From an optimization exercise on the open Yosys and OpenROAD flow, aimed at small area and a short achievable clock period; shortcuts taken in it are not production practice. Function was checked by simulation only, so behaviour that the tests miss may differ from the original. No driver is modelled on the clock port, so clocking that relies on it looks cheaper here than on a real chip. Power figures rest on the tool's default switching activity, not on a simulated workload.

==> inputs of run X <==
Design data_mem_responder, start of the top module:
module data_mem_responder #(
    parameter int BITS       = 16,
    parameter int DEPTH_LOG2 = 8,
    parameter int WAIT       = 2
) (
    input  logic            clk,
    input  logic            rst,
    input  logic            req,
    input  logic            we,
    input  logic [15:0]     addr,
    input  logic [BITS-1:0] wdata,
    output logic [BITS-1:0] rdata,
    output logic            ack,
    output logic            busy,
    output logic            err
);
Settings: LEC_CHECK=0, CAP_MARGIN=20, CORE_MARGIN=2, CORE_UTILIZATION=67, CTS_CLUSTER_DIAMETER=100, CTS_CLUSTER_SIZE=25, PLACE_DENSITY=0.72, SETUP_SLACK_MARGIN=2.15, SLEW_MARGIN=20; clock period 4.5 ns.
run.sh (not shown) runs the stock make flow with config.mk's settings and CLKGATE_MAP_FILE= SYNTH_SCRIPT=/design/flow/synth_recipe.tcl, a recipe that flattens the netlist after the stock synthesis.
==> run P: changes against run X <==
--- a/flow/design.v
+++ b/flow/design.v
@@ -486,27 +486,24 @@
         w_tap = w_tap | ({BITS{r_rs[90]}} & ~m15_0);
         w_tap = w_tap | ({BITS{r_rs[91]}} & ~m15_3);
         w_tap = w_tap | ({BITS{r_rs[92]}} & m15_6);
         w_tap = w_tap | ({BITS{r_rs[93]}} & ~m15_9);
         w_tap = w_tap | ({BITS{r_rs[94]}} & m15_12);
         w_tap = w_tap | ({BITS{r_rs[95]}} & m15_14);
     end
-    logic [BITS-1:0] r_hold, r_rdata;
+    logic [BITS-1:0] r_hold, r_rdata, w_hkeep, w_rkeep;
     logic            r_hstale;
+    assign w_hkeep = {BITS{~r_rat}} & r_hold;
     always_ff @(posedge clk) begin
-        if (r_rat) begin
-            r_hold   <= w_tap;
-            r_hstale <= r_pv & r_same;
-        end
+        r_hold <= w_tap | w_hkeep;
+        if (r_rat) r_hstale <= r_pv & r_same;
     end
+    assign w_rkeep = r_ld3 ? ({BITS{~r_rat}} & (r_hstale ? r_pdata : r_hold)) : r_rdata;
     always_ff @(posedge clk) begin
-        if (rst) begin
-            r_rdata <= '0;
-        end else if (r_ld3) begin
-            r_rdata <= r_rat ? w_tap : (r_hstale ? r_pdata : r_hold);
-        end
+        if (rst) r_rdata <= '0;
+        else     r_rdata <= ({BITS{r_ld3}} & w_tap) | w_rkeep;
     end
     assign rdata = r_rdata;
     assign ack   = r_ack;
     assign busy  = r_busy;
     assign err   = r_err;
 endmodule
- CORE_UTILIZATION: 67 -> 60
- PLACE_DENSITY: 0.72 -> 0.65
- SETUP_SLACK_MARGIN: 2.15 -> 1.95
==> run G: changes against run X <==
--- a/flow/design.v
+++ b/flow/design.v
@@ -486,27 +486,24 @@
         w_tap = w_tap | ({BITS{r_rs[90]}} & ~m15_0);
         w_tap = w_tap | ({BITS{r_rs[91]}} & ~m15_3);
         w_tap = w_tap | ({BITS{r_rs[92]}} & m15_6);
         w_tap = w_tap | ({BITS{r_rs[93]}} & ~m15_9);
         w_tap = w_tap | ({BITS{r_rs[94]}} & m15_12);
         w_tap = w_tap | ({BITS{r_rs[95]}} & m15_14);
     end
-    logic [BITS-1:0] r_hold, r_rdata;
+    logic [BITS-1:0] r_hold, r_rdata, w_hkeep, w_rkeep;
     logic            r_hstale;
+    assign w_hkeep = {BITS{~r_rat}} & r_hold;
     always_ff @(posedge clk) begin
-        if (r_rat) begin
-            r_hold   <= w_tap;
-            r_hstale <= r_pv & r_same;
-        end
+        r_hold <= w_tap | w_hkeep;
+        if (r_rat) r_hstale <= r_pv & r_same;
     end
+    assign w_rkeep = r_ld3 ? ({BITS{~r_rat}} & (r_hstale ? r_pdata : r_hold)) : r_rdata;
     always_ff @(posedge clk) begin
-        if (rst) begin
-            r_rdata <= '0;
-        end else if (r_ld3) begin
-            r_rdata <= r_rat ? w_tap : (r_hstale ? r_pdata : r_hold);
-        end
+        if (rst) r_rdata <= '0;
+        else     r_rdata <= ({BITS{r_ld3}} & w_tap) | w_rkeep;
     end
     assign rdata = r_rdata;
     assign ack   = r_ack;
     assign busy  = r_busy;
     assign err   = r_err;
 endmodule
==> flow/flow/run.sh (new file) <==
#!/bin/bash
# Own flow: the standard layout (standard.sh), with one extra step after
# clock-tree synthesis (post_cts.tcl) that splits the clock root buffer into
# four quadrant roots driven by the clock port, and repairs the design and timing after it.  ORFS writes each tool's log
# under orfs/logs/; make's own output goes to standard.log here.
set -euo pipefail
W="$(pwd)"
bash standard.sh SKIP_CTS_REPAIR_TIMING=1 POST_CTS_TCL="$W/flow/post_cts.tcl" finish > "$W/standard.log" 2>&1
==> flow/flow/post_cts.tcl (new file) <==
# Split the clock root buffer into four: the clock port drives four copies
# of the root buffer, each driving the mid-level buffers of one quadrant, so
# no root buffer drives the whole next level.
set block [ord::get_db_block]
set root [$block findInst clkbuf_0_clk]
if {$root == "NULL"} {
  puts "post_cts: no clkbuf_0_clk, nothing done"
  return
}
set rootA [$root findITerm A]
set rootX [$root findITerm X]
set inNet [$rootA getNet]
set outNet [$rootX getNet]
set loads {}
foreach it [$outNet getITerms] {
  if {[$it getId] == [$rootX getId]} { continue }
  if {[$it isOutputSignal]} { continue }
  set inst [$it getInst]
  set loc [$inst getLocation]
  lappend loads [list $it [lindex $loc 0] [lindex $loc 1]]
}
set n [llength $loads]
puts "post_cts: root drives $n loads"
if {$n < 8} { return }
# two-way split by x, then each half by y
set byx [lsort -integer -index 1 $loads]
set half [expr {$n / 2}]
set groups {}
foreach part [list [lrange $byx 0 [expr {$half - 1}]] [lrange $byx $half end]] {
  set byy [lsort -integer -index 2 $part]
  set h [expr {[llength $byy] / 2}]
  lappend groups [lrange $byy 0 [expr {$h - 1}]] [lrange $byy $h end]
}
set master [$root getMaster]
set g 0
foreach grp $groups {
  set sx 0; set sy 0
  foreach l $grp { incr sx [lindex $l 1]; incr sy [lindex $l 2] }
  set cx [expr {$sx / [llength $grp]}]
  set cy [expr {$sy / [llength $grp]}]
  if {$g == 0} {
    set drv $root
  } else {
    set drv [odb::dbInst_create $block $master "clkbuf_0_clk_q$g"]
    set net [odb::dbNet_create $block "clknet_0_clk_q$g"]
    $net setSigType CLOCK
    [$drv findITerm A] connect $inNet
    [$drv findITerm X] connect $net
    foreach l $grp {
      set it [lindex $l 0]
      $it disconnect
      $it connect $net
    }
  }
  $drv setLocation $cx $cy
  $drv setPlacementStatus PLACED
  puts "post_cts: group $g: [llength $grp] loads, driver at $cx $cy"
  incr g
}
detailed_placement
estimate_parasitics -placement
report_clock_skew
# timing repair (setup and hold) after the split; the flow's own repair in
# cts.tcl is skipped (SKIP_CTS_REPAIR_TIMING=1 in run.sh)
repair_design_helper
repair_timing_helper
detailed_placement
check_placement -verbose
estimate_parasitics -placement
report_clock_skew
report_worst_slack -max
report_worst_slack -min
==> flow/standard.sh (new file) <==
#!/bin/bash
# synth_recipe.tcl (not shown) runs the flow's synth.tcl, then flattens the netlist and writes it again
# the make line also repeats each setting of config.mk as NAME=value (left out here)
make -C /OpenROAD-flow-scripts/flow DESIGN_CONFIG=/design/flow/config.mk WORK_HOME=/design/flow/orfs CLKGATE_MAP_FILE= SYNTH_SCRIPT=/design/flow/synth_recipe.tcl "${@:-finish}"
- CORE_UTILIZATION: 67 -> 60
- PLACE_DENSITY: 0.72 -> 0.65
- SETUP_SLACK_MARGIN: 2.15 -> 2.2
removed: flow/run.sh
==> run D: changes against run X <==
--- a/flow/design.v
+++ b/flow/design.v
@@ -486,27 +486,24 @@
         w_tap = w_tap | ({BITS{r_rs[90]}} & ~m15_0);
         w_tap = w_tap | ({BITS{r_rs[91]}} & ~m15_3);
         w_tap = w_tap | ({BITS{r_rs[92]}} & m15_6);
         w_tap = w_tap | ({BITS{r_rs[93]}} & ~m15_9);
         w_tap = w_tap | ({BITS{r_rs[94]}} & m15_12);
         w_tap = w_tap | ({BITS{r_rs[95]}} & m15_14);
     end
-    logic [BITS-1:0] r_hold, r_rdata;
+    logic [BITS-1:0] r_hold, r_rdata, w_hkeep, w_rkeep;
     logic            r_hstale;
+    assign w_hkeep = {BITS{~r_rat}} & r_hold;
     always_ff @(posedge clk) begin
-        if (r_rat) begin
-            r_hold   <= w_tap;
-            r_hstale <= r_pv & r_same;
-        end
+        r_hold <= w_tap | w_hkeep;
+        if (r_rat) r_hstale <= r_pv & r_same;
     end
+    assign w_rkeep = r_ld3 ? ({BITS{~r_rat}} & (r_hstale ? r_pdata : r_hold)) : r_rdata;
     always_ff @(posedge clk) begin
-        if (rst) begin
-            r_rdata <= '0;
-        end else if (r_ld3) begin
-            r_rdata <= r_rat ? w_tap : (r_hstale ? r_pdata : r_hold);
-        end
+        if (rst) r_rdata <= '0;
+        else     r_rdata <= ({BITS{r_ld3}} & w_tap) | w_rkeep;
     end
     assign rdata = r_rdata;
     assign ack   = r_ack;
     assign busy  = r_busy;
     assign err   = r_err;
 endmodule
- CORE_UTILIZATION: 67 -> 60
- PLACE_DENSITY: 0.72 -> 0.65
- SETUP_SLACK_MARGIN: 2.15 -> 2.4
==> notes <==
Flip-flop and latch count is the same in run G and run X. Run X ran to the end with no violations. Run P finished with timing, DRC and antenna clean. Run D passed the timing, DRC and antenna checks. Run G finished but failed the layout checks on antenna rules. The highest non-clock buffer count belongs to run X, the lowest to run P. In sequential power, run D and run G hardly differ. Global-route usage, lowest first: run G, run P, run D, run X.

* * *

==> exp/zinc: inputs <==
data_mem_responder with an RTL version that a note above also has.
Settings: LEC_CHECK=0, CAP_MARGIN=20, CORE_MARGIN=2, CORE_UTILIZATION=60, CTS_CLUSTER_DIAMETER=100, CTS_CLUSTER_SIZE=25, PLACE_DENSITY=0.65, SETUP_SLACK_MARGIN=2.2, SLEW_MARGIN=20, TNS_END_PERCENT=30; clock period 4.5 ns.
Stock flow here: none of the scripts above is used.
==> exp/juniper (differences from exp/zinc) <==
- SETUP_SLACK_MARGIN: 2.2 -> 2.5
- TNS_END_PERCENT: 30 -> unset
==> results by group <==
Cells and area
  – Clock buffer count: ~220
  – Final Non-Filler Cells: ~11000

Critical path
  – Kind of critical path: flip-flop to flip-flop
  – Crit end category: flip-flop

Run status
  – Outcome: timing/DRC/antenna clean
That was exp/zinc.
==> results by group <==
Run status
  – Outcome: timing/DRC/antenna clean

Critical path
  – Crit end category: primary output
  – Kind of critical path: flip-flop to primary output

Cells and area
  – Final Non-Filler Cells: approximately 11000
  – Clock buffer count: ~220

Logic synthesis
  – Gate Count Post-Synth: roughly 8000
That was exp/juniper.

-- static timing again, ports no longer ideal --
The results above use ideal ports. As a check the final layouts listed here were re-extracted and re-timed, cells and wires unchanged. Step 1, drivers: a clkbuf_16 drives clk and a buf_2 each remaining input, both assumed. Step 2 moves the port delays by t, midway between the first and last clock arrival at a register: inputs arrive t later, outputs are due t later. That takes back most of the time a late clock gives input paths. Three values: no drivers, after step 1, after step 2; two values: the first two.
| run | t (ns) | setup slack, ns | worst slew at a driven data input, ns | cell pins on the clock port's net |
|---|---|---|---|---|
| run X | 0.981 | 2.003 / 2.003 / 1.275 | 0.05 | 1 |
| run P | 0.974 | 1.826 / 1.826 / 1.179 | 0.04 | 1 |
| run G | 0.831 | 2.054 / 2.052 / 1.562 | 0.04 | 4 |
| run D | 0.974 | 2.170 / 2.073 / 1.576 | 0.06 | 1 |
| exp/zinc | 0.969 | 2.028 / 2.028 / 1.401 | 0.04 | 1 |
| exp/juniper | 0.994 | 2.127 / 2.029 / 1.624 | 0.05 | 1 |
The setup slack of run X, which loses most, moves by 0.000 ns with the drivers and by -0.728 ns with both steps.
